Source: an optimization exercise on an open RTL-to-GDS flow (aim: small area). Production flows keep margins and buffers that such runs may drop. The RTL was checked by simulation tests, not by an equivalence proof against the original design.

==> flow/design.v (excerpt) <==
module mm_top (
    input  logic         clk_buf,
    input  logic         sys_reset,
    input  logic         cmd_valid,
    input  logic [(4 * 8)-1:0] cmd_word,
    output logic         cmd_credit,
    output logic         res_valid,
    output mm_data_pkg::mm_acc_t      res_data,
    input  logic         res_credit,
    output logic         busy,
    output logic         done
);
    logic [3:0]  slot0, slot1;
    logic        wr_ptr, rd_ptr;
    logic [1:0]  fill;
    logic        wexp;           
    logic        expect_data;    
    logic [31:0] dreg;
    logic        row_sel_b;
    logic [1:0]  row_idx;
    logic [3:0]  head;
    logic        pop;
    assign head       = rd_ptr ? slot1 : slot0;
    assign pop        = (fill != 2'd0) && !busy;
    assign cmd_credit = pop;
    always_ff @(posedge clk_buf) begin
        if (cmd_valid) begin
            if (wr_ptr) slot1 <= cmd_word[3:0];
            else        slot0 <= cmd_word[3:0];
        end
        if (cmd_valid && wexp) begin
            dreg <= cmd_word;
        end
    end
    always_ff @(posedge clk_buf or posedge sys_reset) begin
        if (sys_reset) begin
            wr_ptr      <= 1'b0;
  ...
Size in the first run: roughly 1500 cells after synthesis, ~340 flip-flops, roughly 17000 um^2 of cells after synthesis.
==> flow/config.mk <==
export PLATFORM = sky130hd
export DESIGN_NAME = mm_top
export DESIGN_NICKNAME = mm_top
export VERILOG_FILES = /design/flow/design.v
export SDC_FILE = /design/flow/constraint.sdc
export NUM_CORES = 4
export LEC_CHECK = 0
export ABC_AREA = 1
export CAP_MARGIN = 10
export CORE_MARGIN = 2
export CORE_UTILIZATION = 88
export CTS_BUF_LIST = sky130_fd_sc_hd__clkbuf_8 sky130_fd_sc_hd__clkbuf_16
export CTS_CLUSTER_DIAMETER = 80
export CTS_CLUSTER_SIZE = 20
export PLACE_DENSITY = 0.9
export SLEW_MARGIN = 10
export SYNTH_HIERARCHICAL = 1
export SYNTH_MINIMUM_KEEP_SIZE = 0
==> flow/constraint.sdc <==
create_clock -name core_clock -period 11.0 [get_ports {clk_buf}]
set_input_delay 2.2000 -clock core_clock [delete_from_list [all_inputs] [get_ports {clk_buf}]]
set_output_delay 2.2000 -clock core_clock [all_outputs]
set_load 0.01 [all_outputs]
standard.sh (not shown) runs the stock make flow with config.mk's settings and CLKGATE_MAP_FILE= SYNTH_SCRIPT=/design/flow/synth_recipe.tcl, a recipe that flattens the netlist after the stock synthesis.
==> flow/flow/run.sh <==
#!/bin/bash
# Layout flow: the standard flow (standard.sh) with these changes:
#  - synthesis maps the combinational logic with an area-only ABC script
#    (flow/abc_area_only.script) instead of ORFS's delay-biased one; the
#    rest of the synthesis script, registers included, is the standard flow's own
#  - port buffers are the smallest buffer, sky130_fd_sc_hd__buf_1
#  - clock tree settings (CTS_ARGS below)
# Every tool's output goes to the ORFS logs under orfs/logs; make's own
# output goes to flow.log here.
set -euo pipefail
HERE=$(pwd)

# Synthesis script: synth_recipe.tcl with the ABC call redirected
{
  head -n 1 synth_recipe.tcl
  cat <<EOT
proc abc {args} {
  set i [lsearch -exact \$args -script]
  if {\$i >= 0} { lset args [expr {\$i + 1}] $HERE/flow/abc_area_only.script }
  puts "abc (area-only script): \$args"
  yosys abc {*}\$args
}
EOT
  tail -n +2 synth_recipe.tcl
} > my_synth.tcl

sed "s#SYNTH_SCRIPT=[^ ]*synth_recipe.tcl#SYNTH_SCRIPT=$HERE/my_synth.tcl#" standard.sh > my_standard.sh
grep -q "SYNTH_SCRIPT=$HERE/my_synth.tcl" my_standard.sh

export BUFFER_PORTS_ARGS="-buffer_cell sky130_fd_sc_hd__buf_1"
# Clock tree: 8x clock buffers only, clusters of up to 14 flops, no dummy loads
export CTS_ARGS="-sink_clustering_enable -repair_clock_nets -sink_clustering_size 14 -sink_clustering_max_diameter 60 -buf_list sky130_fd_sc_hd__clkbuf_8 -dont_use_dummy_load"
bash my_standard.sh > flow.log 2>&1
==> flow/flow/abc_area_only.script <==
strash
dch
map -a
The starting point failed in global routing (GRT-0116).
==> next run, changes <==
--- a/flow/flow/run.sh
+++ b/flow/flow/run.sh
@@ -30,4 +30,4 @@
 export BUFFER_PORTS_ARGS="-buffer_cell sky130_fd_sc_hd__buf_1"
-# Clock tree: 8x clock buffers only, clusters of up to 14 flops, no dummy loads
-export CTS_ARGS="-sink_clustering_enable -repair_clock_nets -sink_clustering_size 14 -sink_clustering_max_diameter 60 -buf_list sky130_fd_sc_hd__clkbuf_8 -dont_use_dummy_load"
+# Clock tree: 8x clock buffers only, clusters of up to 17 flops, no dummy loads
+export CTS_ARGS="-sink_clustering_enable -repair_clock_nets -sink_clustering_size 17 -sink_clustering_max_diameter 60 -buf_list sky130_fd_sc_hd__clkbuf_8 -dont_use_dummy_load"
 bash my_standard.sh > flow.log 2>&1
--- a/flow/config.mk
+++ b/flow/config.mk
@@ -8,5 +8,5 @@
 export ABC_AREA = 1
-export CAP_MARGIN = 10
+export CAP_MARGIN = 0
 export CORE_MARGIN = 2
-export CORE_UTILIZATION = 88
+export CORE_UTILIZATION = 80
 export CTS_BUF_LIST = sky130_fd_sc_hd__clkbuf_8 sky130_fd_sc_hd__clkbuf_16
@@ -14,4 +14,3 @@
 export CTS_CLUSTER_SIZE = 20
-export PLACE_DENSITY = 0.9
-export SLEW_MARGIN = 10
+export SLEW_MARGIN = 0
 export SYNTH_HIERARCHICAL = 1
What happened: Now the flow ran to the end with no violations; synthesized area does not change; synthesized cell count is unchanged.
==> next run, changes <==
--- a/flow/config.mk
+++ b/flow/config.mk
@@ -8,5 +8,5 @@
 export ABC_AREA = 1
-export CAP_MARGIN = 0
+export CAP_MARGIN = 10
 export CORE_MARGIN = 2
-export CORE_UTILIZATION = 80
+export CORE_UTILIZATION = 70
 export CTS_BUF_LIST = sky130_fd_sc_hd__clkbuf_8 sky130_fd_sc_hd__clkbuf_16
@@ -14,3 +14,3 @@
 export CTS_CLUSTER_SIZE = 20
-export SLEW_MARGIN = 0
+export SLEW_MARGIN = 10
 export SYNTH_HIERARCHICAL = 1
Die area rises by 14%.
Clock skew rises by 0.0053 ns.
Final cell count rises by 2.6%.
Routed wire length falls by 14%.
Cell area rises by 0.41%.
Via count falls by 10%.
==> next run, changes <==
--- a/flow/flow/run.sh
+++ b/flow/flow/run.sh
@@ -30,4 +30,4 @@
 export BUFFER_PORTS_ARGS="-buffer_cell sky130_fd_sc_hd__buf_1"
-# Clock tree: 8x clock buffers only, clusters of up to 17 flops, no dummy loads
-export CTS_ARGS="-sink_clustering_enable -repair_clock_nets -sink_clustering_size 17 -sink_clustering_max_diameter 60 -buf_list sky130_fd_sc_hd__clkbuf_8 -dont_use_dummy_load"
+# Clock tree: 8x and 16x clock buffers, clusters of up to 20 flops, no dummy loads
+export CTS_ARGS="-sink_clustering_enable -repair_clock_nets -sink_clustering_size 20 -sink_clustering_max_diameter 80 -buf_list {sky130_fd_sc_hd__clkbuf_8 sky130_fd_sc_hd__clkbuf_16} -dont_use_dummy_load"
 bash my_standard.sh > flow.log 2>&1
--- a/flow/config.mk
+++ b/flow/config.mk
@@ -10,3 +10,3 @@
 export CORE_MARGIN = 2
-export CORE_UTILIZATION = 70
+export CORE_UTILIZATION = 80
 export CTS_BUF_LIST = sky130_fd_sc_hd__clkbuf_8 sky130_fd_sc_hd__clkbuf_16
Outcome: First-iteration DRC count went up by well over a third. Core utilization rises by 12 points. Critical path depth stays the same.

[static timing again, ports no longer ideal]
How much do the figures lean on ideal ports? The routed layouts below were timed once more, with nothing changed but the port constraints. Step 1: set_driving_cell puts a clkbuf_16 on clk_buf and a buf_2 on each other input, an assumption about the parent block. Step 2 moves the port delays by t, midway between the first and last clock arrival at a register: inputs arrive t later, outputs are due t later. That takes back most of the time a late clock gives input paths. Slacks: no drivers / after step 1 / after step 2; pairs: no drivers / after step 1.
run	t (ns)	slack for setup (ns)	slew at the worst register clock pin (ns)	pins driven straight from the clock port
the second run	0.607	0.745 / 0.745 / 0.745	0.11 / 0.11	1
the third run	0.621	0.887 / 0.887 / 0.887	0.11 / 0.11	1
the fourth run	0.558	0.728 / 0.728 / 0.728	0.08 / 0.08	1
After both steps setup and hold are still met in every run listed.
